Background: an optimization exercise with open tools, aiming at small area and a short achievable clock period. Do not read the settings as production practice. RTL that was checked went through simulation tests only; none was proved equivalent to the original. No activity file was given, so power comes from the tool's default toggle rates.

== lane 1 ==
==> module normalizer, before the edit <==
module normalizer
(
    input  wire  [105:0] fract_in,
    input  wire  [10:0]  exp_in,
    output logic [52:0]  trunc_n_out,  
    output logic         guard_n_out,  
    output logic         sticky_out,   
    output logic [10:0]  exp_out,      
    output logic [10:0]  exp_inc_out,  
    output logic         denorm_out,
    output logic         kill_out,     
    output logic         exp_ovf_out,  
    output logic         exp_top_out   
);
    logic [10:0]  e1;        
    logic [6:0]   lz;
    logic [6:0]   sh;        
    logic [6:0]   bit_gt;    
    logic [6:0]   bit_eq;    
    logic         limited;   
    assign e1 = {exp_in[10:1], exp_in[0] | ~|exp_in[10:1]};
    lead_zero_count u_lzc
    (
        .fract (fract_in),
        .count (lz)
    );
    logic [7:0] gt_above;    
    logic [7:0] lt_above;
    always_comb
    begin
        for (int k = 0; k < 7; k++)
        begin
            bit_gt[k] = lz[k] & ~e1[k];
            bit_eq[k] = lz[k] ~^ e1[k];
        end
        for (int k = 0; k <= 7; k++)
        begin
            gt_above[k] = 1'b0;
            lt_above[k] = |e1[10:7];
            for (int j = k; j < 7; j++)
            begin
                logic above_eq;
                above_eq = 1'b1;
                for (int i = j + 1; i < 7; i++)
                    above_eq = above_eq & bit_eq[i];
                gt_above[k] = gt_above[k] | (~|e1[10:7] & bit_gt[j] & above_eq);
                lt_above[k] = lt_above[k] | (~lz[j] & e1[j] & above_eq);
            end
        end
        for (int k = 0; k < 7; k++)
            sh[k] = lt_above[k+1] ? lz[k] : gt_above[k+1] ? e1[k] : (lz[k] & e1[k]);
        limited = gt_above[0];
    end
    logic [52:0] trunc_n;
    logic        guard_n;
    norm_shift u_shift
    (
        .fract     (fract_in),
        .sh        (sh),
        .sh_n      (~sh),
        .trunc_n   (trunc_n),
        .guard_n   (guard_n),
        .sticky    (sticky_out)
    );
    assign trunc_n_out = trunc_n;
    assign guard_n_out = guard_n;
    assign denorm_out  = limited;
    assign exp_out     = limited ? 11'd1 : exp_in + 11'd1 - {4'b0, lz};
    assign exp_inc_out = limited ? 11'd2 : exp_in + 11'd2 - {4'b0, lz};
    assign kill_out    = ~|exp_in & ~fract_in[105] & ~fract_in[104];
    assign exp_ovf_out = fract_in[105] & (&exp_in[10:1]);
    assign exp_top_out = (&exp_in[10:2]) &
                         ((fract_in[105] & (exp_in[1:0] == 2'd1 | exp_in[1:0] == 2'd2)) |
                          (~fract_in[105] & fract_in[104] & exp_in[1]) |
                          (fract_in[105:103] == 3'b001 & exp_in[1:0] == 2'd3));
endmodule
Settings: LEC_CHECK=0, ABC_AREA=0, CAP_MARGIN=20, CORE_MARGIN=2, CORE_UTILIZATION=30, SLEW_MARGIN=20, SYNTH_HIERARCHICAL=1, SYNTH_MINIMUM_KEEP_SIZE=0, TNS_END_PERCENT=100; clock period 14.0 ns.
standard.sh (not shown) runs the stock make flow with config.mk's settings and CLKGATE_MAP_FILE= SYNTH_SCRIPT=/design/flow/synth_recipe.tcl, a recipe that flattens the netlist after the stock synthesis.
==> flow/flow/run.sh <==
#!/bin/bash
# The standard layout, with plain buf_1 cells as the port buffers instead of
# the delay cells buffer_ports picks by default. Every port still gets its
# own buffer.
set -euo pipefail
export BUFFER_PORTS_ARGS="-buffer_cell sky130_fd_sc_hd__buf_1"
export SETUP_SLACK_MARGIN=4.5
export SKIP_GATE_CLONING=1
bash standard.sh > standard_flow.log 2>&1
Lane 1: no failed stages, no open violations at the end
Modified inputs, lane 2 compared to lane 1
==> flow/design.v, changed modules only <==
module normalizer
(
    input  wire  [105:0] fract_in,
    input  wire  [10:0]  exp_in,
    output logic [52:0]  trunc_n_out,  
    output logic         guard_n_out,  
    output logic         sticky_out,   
    output logic [10:0]  exp_out,      
    output logic [10:0]  exp_inc_out,  
    output logic         denorm_out,
    output logic         kill_out,     
    output logic         exp_ovf_out,  
    output logic         exp_top_out   
);
    logic [10:0]  e1;        
    logic [6:0]   lz;
    logic [6:0]   sh;        
    logic [6:0]   bit_gt;    
    logic         limited;   
    assign e1 = {exp_in[10:1], exp_in[0] | ~|exp_in[10:1]};
    lead_zero_count u_lzc
    (
        .fract (fract_in),
        .count (lz)
    );
    logic [6:0] bit_lt;      
    logic [7:0] gt_above;    
    logic [7:0] lt_above;
    always_comb
    begin
        for (int k = 0; k < 7; k++)
        begin
            bit_gt[k] = lz[k] & ~e1[k];
            bit_lt[k] = ~lz[k] & e1[k];
        end
        for (int k = 0; k <= 7; k++)
        begin
            gt_above[k] = 1'b0;
            lt_above[k] = |e1[10:7];
            for (int j = k; j < 7; j++)
            begin
                logic no_lt, no_gt;
                no_lt = 1'b1;
                no_gt = 1'b1;
                for (int i = j + 1; i < 7; i++)
                begin
                    no_lt = no_lt & ~bit_lt[i];
                    no_gt = no_gt & ~bit_gt[i];
                end
                gt_above[k] = gt_above[k] | (~|e1[10:7] & bit_gt[j] & no_lt);
                lt_above[k] = lt_above[k] | (bit_lt[j] & no_gt);
            end
        end
        for (int k = 0; k < 7; k++)
            sh[k] = lt_above[k+1] ? lz[k] : gt_above[k+1] ? e1[k] : (lz[k] & e1[k]);
        limited = gt_above[0];
    end
    logic [52:0] trunc_n;
    logic        guard_n;
    norm_shift u_shift
    (
        .fract     (fract_in),
        .sh        (sh),
        .sh_n      (~sh),
        .trunc_n   (trunc_n),
        .guard_n   (guard_n),
        .sticky    (sticky_out)
    );
    assign trunc_n_out = trunc_n;
    assign guard_n_out = guard_n;
    assign denorm_out  = limited;
    assign exp_out     = exp_in + 11'd1 - {4'b0, sh};
    assign exp_inc_out = exp_in + 11'd2 - {4'b0, sh};
    assign kill_out    = ~|exp_in & ~fract_in[105] & ~fract_in[104];
    assign exp_ovf_out = fract_in[105] & (&exp_in[10:1]);
    assign exp_top_out = (&exp_in[10:2]) &
                         ((fract_in[105] & (exp_in[1:0] == 2'd1 | exp_in[1:0] == 2'd2)) |
                          (~fract_in[105] & fract_in[104] & exp_in[1]) |
                          (fract_in[105:103] == 3'b001 & exp_in[1:0] == 2'd3));
endmodule
Notes after the runs:
- Sort lane 2 and lane 1 by number of multi-input combinational cells, ascending, and lane 2 comes first.
- The lower combinational cell fraction of total power of lane 2 and lane 1 is in lane 2.
- Lane 1 → lane 2: fraction of synthesized area in multiplexers fell 0.85 points; non-clock buffer count rose 10; fraction of standard cell area that is sequential about even; transition time at the pin with the least slew margin fell 0.097 ns; via count fell 136.
- Looking at top layer used by detailed routing, the met4 result is from lane 1; the met5 one comes from lane 2.
- Lane 2 reports a higher share of final-layout standard cells stronger than drive strength 1 than lane 1 does.
- Taking lane 1 as the reference, in lane 2 setup slack saw a decrease; met2 global-route usage saw an increase; total power saw a decrease.

---

The RTL this note starts from:
==> flow/design.v <==
`timescale 1ns/1ps
`default_nettype none
module lead_zero_count
(
    input  wire  [105:0] fract,
    output logic [6:0]   count
);
    logic [127:0] x;
    logic [63:0]  v1;  logic [63:0]  c1;    
    logic [31:0]  v2;  logic [63:0]  c2;    
    logic [15:0]  v3;  logic [47:0]  c3;    
    logic [7:0]   v4;  logic [31:0]  c4;    
    logic [3:0]   v5;  logic [19:0]  c5;    
    logic [1:0]   v6;  logic [11:0]  c6;    
    assign x = {fract, 1'b1, 21'b0};
    always_comb
    begin
        for (int i = 0; i < 64; i++)
        begin
            v1[i] = x[2*i+1] | x[2*i];
            c1[i] = ~x[2*i+1];
        end
        for (int i = 0; i < 32; i++)
        begin
            v2[i] = v1[2*i+1] | v1[2*i];
            c2[2*i+:2] = v1[2*i+1] ? {1'b0, c1[2*i+1]} : {1'b1, c1[2*i]};
        end
        for (int i = 0; i < 16; i++)
        begin
            v3[i] = v2[2*i+1] | v2[2*i];
            c3[3*i+:3] = v2[2*i+1] ? {1'b0, c2[2*(2*i+1)+:2]} : {1'b1, c2[2*(2*i)+:2]};
        end
        for (int i = 0; i < 8; i++)
        begin
            v4[i] = v3[2*i+1] | v3[2*i];
            c4[4*i+:4] = v3[2*i+1] ? {1'b0, c3[3*(2*i+1)+:3]} : {1'b1, c3[3*(2*i)+:3]};
        end
        for (int i = 0; i < 4; i++)
        begin
            v5[i] = v4[2*i+1] | v4[2*i];
            c5[5*i+:5] = v4[2*i+1] ? {1'b0, c4[4*(2*i+1)+:4]} : {1'b1, c4[4*(2*i)+:4]};
        end
        for (int i = 0; i < 2; i++)
        begin
            v6[i] = v5[2*i+1] | v5[2*i];
            c6[6*i+:6] = v5[2*i+1] ? {1'b0, c5[5*(2*i+1)+:5]} : {1'b1, c5[5*(2*i)+:5]};
        end
        count = v6[1] ? {1'b0, c6[11:6]} : {1'b1, c6[5:0]};
    end
endmodule
`default_nettype wire
`timescale 1ns/1ps
`default_nettype none
module normalizer
(
    input  wire  [105:0] fract_in,
    input  wire  [10:0]  exp_in,
    output logic [52:0]  trunc_out,    
    output logic         guard_out,    
    output logic         sticky_out,   
    output logic [10:0]  exp_out,      
    output logic [10:0]  exp_inc_out,  
    output logic         denorm_out,
    output logic         kill_out,     
    output logic         exp_ovf_out,  
    output logic         exp_top_out   
);
    logic [10:0]  e1;        
    logic [6:0]   lz;
    logic [6:0]   sh;        
    logic [7:0]   eq;        
    logic [7:0]   gt;        
    logic [7:0]   lt;        
    assign e1 = {exp_in[10:1], exp_in[0] | ~|exp_in[10:1]};
    lead_zero_count u_lzc
    (
        .fract (fract_in),
        .count (lz)
    );
    always_comb
    begin
        eq[7] = ~|e1[10:7];
        gt[7] = 1'b0;
        lt[7] = |e1[10:7];
        for (int k = 6; k >= 0; k--)
        begin
            sh[k]  = lt[k+1] ? lz[k] : gt[k+1] ? e1[k] : (lz[k] & e1[k]);
            gt[k]  = gt[k+1] | (eq[k+1] & lz[k] & ~e1[k]);
            lt[k]  = lt[k+1] | (eq[k+1] & ~lz[k] & e1[k]);
            eq[k]  = eq[k+1] & (lz[k] == e1[k]);
        end
    end
    logic [105:0] p6, p5, p4, p3, p2, p1, p0;
    logic [5:0]   drop;
    always_comb
    begin
        for (int i = 0; i < 106; i++)
        begin
            p6[i] = (i >= 64) ? (fract_in[i] | (sh[6] & fract_in[i-64])) :
                    (i >= 42) ? fract_in[i] : (fract_in[i] & ~sh[6]);
            p5[i] = (i >= 74) ? (p6[i] | (sh[5] & p6[i-32])) :
                    (i >= 32) ? (sh[5] ? p6[i-32] : p6[i]) : (p6[i] & ~sh[5]);
            p4[i] = (i >= 90) ? (p5[i] | (sh[4] & p5[i-16])) :
                    (i >= 16) ? (sh[4] ? p5[i-16] : p5[i]) : (p5[i] & ~sh[4]);
            p3[i] = (i >= 98) ? (p4[i] | (sh[3] & p4[i-8])) :
                    (i >= 8)  ? (sh[3] ? p4[i-8] : p4[i]) : (p4[i] & ~sh[3]);
            p2[i] = (i >= 102) ? (p3[i] | (sh[2] & p3[i-4])) :
                    (i >= 4)   ? (sh[2] ? p3[i-4] : p3[i]) : (p3[i] & ~sh[2]);
            p1[i] = (i >= 104) ? (p2[i] | (sh[1] & p2[i-2])) :
                    (i >= 2)   ? (sh[1] ? p2[i-2] : p2[i]) : (p2[i] & ~sh[1]);
            p0[i] = (i >= 105) ? (p1[i] | (sh[0] & p1[i-1])) :
                    (i >= 1)   ? (sh[0] ? p1[i-1] : p1[i]) : (p1[i] & ~sh[0]);
        end
        drop[5] = ~sh[5] & (|p6[20:1] | (p6[0] & |sh[4:0]));
        drop[4] = ~sh[4] & |p5[36:21];
        drop[3] = ~sh[3] & |p4[44:37];
        drop[2] = ~sh[2] & |p3[48:45];
        drop[1] = ~sh[1] & |p2[50:49];
        drop[0] = ~sh[0] & p1[51];
    end
    assign trunc_out   = p0[105:53];
    assign guard_out   = p0[52];
    assign sticky_out  = |drop;
    assign denorm_out  = gt[0];
    assign exp_out     = exp_in + 11'd1 - {4'b0, sh};
    assign exp_inc_out = exp_in + 11'd2 - {4'b0, sh};
    assign kill_out    = ~|exp_in & ~fract_in[105] & ~fract_in[104];
    assign exp_ovf_out = fract_in[105] & (&exp_in[10:1]);
    assign exp_top_out = (&exp_in[10:2]) &
                         ((fract_in[105] & (exp_in[1:0] == 2'd1 | exp_in[1:0] == 2'd2)) |
                          (~fract_in[105] & fract_in[104] & exp_in[1]) |
                          (fract_in[105:103] == 3'b001 & exp_in[1:0] == 2'd3));
endmodule
`default_nettype wire
`timescale 1ns/1ps
`default_nettype none
module rounder
(
    input  wire          clk,
    input  wire          reset,
    input  wire          sign,
    input  wire  [1:0]   r_mode,
    input  wire  [52:0]  in_trunc,
    input  wire          in_guard,
    input  wire          in_sticky,
    input  wire  [10:0]  in_exp,       
    input  wire  [10:0]  in_exp_inc,   
    input  wire          in_denorm,
    input  wire          in_kill,
    input  wire          in_exp_ovf,
    input  wire          in_exp_top,   
    output logic [52:0]  fract_out,
    output logic [10:0]  exp_out,
    output logic         dn_out,
    output logic         ine_out,
    output logic         overflow_out,
    output logic         infinite_out
);
    logic        inexact;
    logic        round_inc;
    logic        carry;
    logic [52:0] fract_rnd;
    logic        overflow;
    logic        to_inf;
    logic [52:0] fract_next;
    logic [10:0] exp_next;
    assign inexact = in_guard | in_sticky;
    always_comb
    begin
        case (r_mode)
            2'd0:    round_inc = in_guard & (in_sticky | in_trunc[0]);
            2'd1:    round_inc = 1'b0;
            2'd2:    round_inc = inexact & ~sign;
            default: round_inc = inexact & sign;
        endcase
    end
    assign carry     = round_inc & (&in_trunc);
    assign fract_rnd = (in_trunc + {52'b0, round_inc}) | {carry, 52'b0};
    assign overflow = in_exp_ovf | (carry & in_exp_top);
    assign to_inf   = overflow & ((r_mode == 2'd0) | ((r_mode == 2'd2) & ~sign) |
                                  ((r_mode == 2'd3) & sign));
    always_comb
    begin
        if (to_inf | in_kill)
            fract_next = '0;
        else if (overflow)
            fract_next = '1;
        else
            fract_next = fract_rnd;
        if (to_inf)
            exp_next = 11'h7FF;
        else if (overflow)
            exp_next = 11'h7FE;
        else if (in_kill)
            exp_next = 11'd1;
        else
            exp_next = carry ? in_exp_inc : in_exp;
    end
    always_ff @(posedge clk)
    begin
        if (reset)
        begin
            fract_out    <= '0;
            exp_out      <= '0;
            dn_out       <= 1'b0;
            ine_out      <= 1'b0;
            overflow_out <= 1'b0;
            infinite_out <= 1'b0;
        end
        else
        begin
            fract_out    <= fract_next;
            exp_out      <= exp_next;
            dn_out       <= in_denorm;
            ine_out      <= (inexact & ~in_kill) | overflow;
            overflow_out <= overflow;
            infinite_out <= to_inf;
        end
    end
endmodule
`default_nettype wire
`timescale 1ns/1ps
`default_nettype none
module norm_rnd
(
    input  wire          clk,
    input  wire          reset,
    input  wire  [105:0] fract_in,
    input  wire  [10:0]  exp_in,
    input  wire          sign,
    input  wire  [1:0]   r_mode,
    output logic [52:0]  fract_out,
    output logic [10:0]  exp_out,
    output logic         dn_out,
    output logic         ine_out,
    output logic         overflow_out,
    output logic         infinite_out
);
    logic [52:0] nb_trunc;
    logic        nb_guard;
    logic        nb_sticky;
    logic [10:0] nb_exp;
    logic [10:0] nb_exp_inc;
    logic        nb_denorm;
    logic        nb_kill;
    logic        nb_exp_ovf;
    logic        nb_exp_top;
    normalizer u_normalizer
    (
        .fract_in    (fract_in),
        .exp_in      (exp_in),
        .trunc_out   (nb_trunc),
        .guard_out   (nb_guard),
        .sticky_out  (nb_sticky),
        .exp_out     (nb_exp),
        .exp_inc_out (nb_exp_inc),
        .denorm_out  (nb_denorm),
        .kill_out    (nb_kill),
        .exp_ovf_out (nb_exp_ovf),
        .exp_top_out (nb_exp_top)
    );
    rounder u_rounder
    (
        .clk          (clk),
        .reset        (reset),
        .sign         (sign),
        .r_mode       (r_mode),
        .in_trunc     (nb_trunc),
        .in_guard     (nb_guard),
        .in_sticky    (nb_sticky),
        .in_exp       (nb_exp),
        .in_exp_inc   (nb_exp_inc),
        .in_denorm    (nb_denorm),
        .in_kill      (nb_kill),
        .in_exp_ovf   (nb_exp_ovf),
        .in_exp_top   (nb_exp_top),
        .fract_out    (fract_out),
        .exp_out      (exp_out),
        .dn_out       (dn_out),
        .ine_out      (ine_out),
        .overflow_out (overflow_out),
        .infinite_out (infinite_out)
    );
endmodule
`default_nettype wire
clock: 14.0 ns
lec_check: 0
abc_area: 1
cap_margin: 20
core_margin: 2
core_utilization: 30
setup_slack_margin: 5
slew_margin: 20
tns_end_percent: 100
==> flow/flow/run.sh <==
#!/bin/bash
# The standard layout, with plain buf_1 cells as the port buffers instead of
# the delay cells buffer_ports picks by default. Every port still gets its
# own buffer.
set -euo pipefail
export BUFFER_PORTS_ARGS="-buffer_cell sky130_fd_sc_hd__buf_1"
bash standard.sh > standard_flow.log 2>&1
The baseline went through all stages and came out clean.
Edit:
--- a/flow/design.v
+++ b/flow/design.v
@@ -68,9 +68,9 @@
     logic [10:0]  e1;        
     logic [6:0]   lz;
     logic [6:0]   sh;        
-    logic [7:0]   eq;        
-    logic [7:0]   gt;        
-    logic [7:0]   lt;        
+    logic [6:0]   bit_gt;    
+    logic [6:0]   bit_eq;    
+    logic         limited;   
     assign e1 = {exp_in[10:1], exp_in[0] | ~|exp_in[10:1]};
     lead_zero_count u_lzc
     (
@@ -79,17 +79,23 @@
     );
     always_comb
     begin
-        eq[7] = ~|e1[10:7];
-        gt[7] = 1'b0;
-        lt[7] = |e1[10:7];
-        for (int k = 6; k >= 0; k--)
-        begin
-            sh[k]  = lt[k+1] ? lz[k] : gt[k+1] ? e1[k] : (lz[k] & e1[k]);
-            gt[k]  = gt[k+1] | (eq[k+1] & lz[k] & ~e1[k]);
-            lt[k]  = lt[k+1] | (eq[k+1] & ~lz[k] & e1[k]);
-            eq[k]  = eq[k+1] & (lz[k] == e1[k]);
-        end
-    end
+        for (int k = 0; k < 7; k++)
+        begin
+            bit_gt[k] = lz[k] & ~e1[k];
+            bit_eq[k] = lz[k] ~^ e1[k];
+        end
+        limited = 1'b0;
+        for (int k = 0; k < 7; k++)
+        begin
+            logic above_eq;
+            above_eq = 1'b1;
+            for (int j = k + 1; j < 7; j++)
+                above_eq = above_eq & bit_eq[j];
+            limited = limited | (bit_gt[k] & above_eq);
+        end
+        limited = limited & ~|e1[10:7];
+    end
+    assign sh = limited ? e1[6:0] : lz;
     logic [105:0] p6, p5, p4, p3, p2, p1, p0;
     logic [5:0]   drop;
     always_comb
@@ -121,9 +127,9 @@
     assign trunc_out   = p0[105:53];
     assign guard_out   = p0[52];
     assign sticky_out  = |drop;
-    assign denorm_out  = gt[0];
-    assign exp_out     = exp_in + 11'd1 - {4'b0, sh};
-    assign exp_inc_out = exp_in + 11'd2 - {4'b0, sh};
+    assign denorm_out  = limited;
+    assign exp_out     = limited ? 11'd1 : exp_in + 11'd1 - {4'b0, lz};
+    assign exp_inc_out = limited ? 11'd2 : exp_in + 11'd2 - {4'b0, lz};
     assign kill_out    = ~|exp_in & ~fract_in[105] & ~fract_in[104];
     assign exp_ovf_out = fract_in[105] & (&exp_in[10:1]);
     assign exp_top_out = (&exp_in[10:2]) &
@@ -174,8 +180,21 @@
             default: round_inc = inexact & sign;
         endcase
     end
-    assign carry     = round_inc & (&in_trunc);
-    assign fract_rnd = (in_trunc + {52'b0, round_inc}) | {carry, 52'b0};
+    logic [6:0][52:0] pre;
+    logic [52:0]      all;
+    always_comb
+    begin
+        pre[0] = in_trunc;
+        for (int l = 1; l < 7; l++)
+            for (int i = 0; i < 53; i++)
+                if (i[l-1])
+                    pre[l][i] = pre[l-1][i] & pre[l-1][((i >> (l - 1)) << (l - 1)) - 1];
+                else
+                    pre[l][i] = pre[l-1][i];
+        all = pre[6];
+    end
+    assign carry     = round_inc & all[52];
+    assign fract_rnd = (in_trunc ^ ({53{round_inc}} & {all[51:0], 1'b1})) | {carry, 52'b0};
     assign overflow = in_exp_ovf | (carry & in_exp_top);
     assign to_inf   = overflow & ((r_mode == 2'd0) | ((r_mode == 2'd2) & ~sign) |
                                   ((r_mode == 2'd3) & sign));
Outcome:
- cell area falls by 5.3%
- synthesized cell count falls by 11%
- combinational power falls by 23%
- global-route usage rises by 2.9 points
- count of clock-buffer cells in the layout rises by 2
- routed wire length barely changes
For the first run of this note, only the layout was checked, not whether the RTL still works.

what the ideal ports hide:
In the flow no input, the clock included, has a driving cell. The finished layouts below were timed again as built, in two steps. Step 1 sets driving cells, clkbuf_16 on the clock port and buf_2 on the other inputs (assumed; they add their load-dependent delay and slew). Step 2 adds t to the input delays and takes it off the output delays; t is the mean of the earliest and latest rising clock arrival at the registers after step 1. Input paths then give back, and output paths get back, about the clock's delay inside the block. Slacks: ideal ports / drivers / drivers and shift; pairs: ideal ports / drivers.
run	shift t [ns]	setup slack, ns	worst register clock-pin slew, ns	worst data-port slew with drivers (ns)	pins driven straight from the clock port
lane 1	0.357	4.833 / 4.847 / 4.489	0.06 / 0.06	0.05	1
lane 2	0.377	4.720 / 4.742 / 4.366	0.06 / 0.06	0.04	1
the first run of note 2	0.389	5.515 / 5.546 / 5.158	0.07 / 0.07	0.06	1
the second run of note 2	0.392	5.324 / 5.352 / 4.960	0.05 / 0.05	0.05	1
After both steps setup and hold are still met in every run listed. The setup slack of the second run of note 2, which loses most, moves by +0.028 ns with the drivers and by -0.364 ns with both steps.
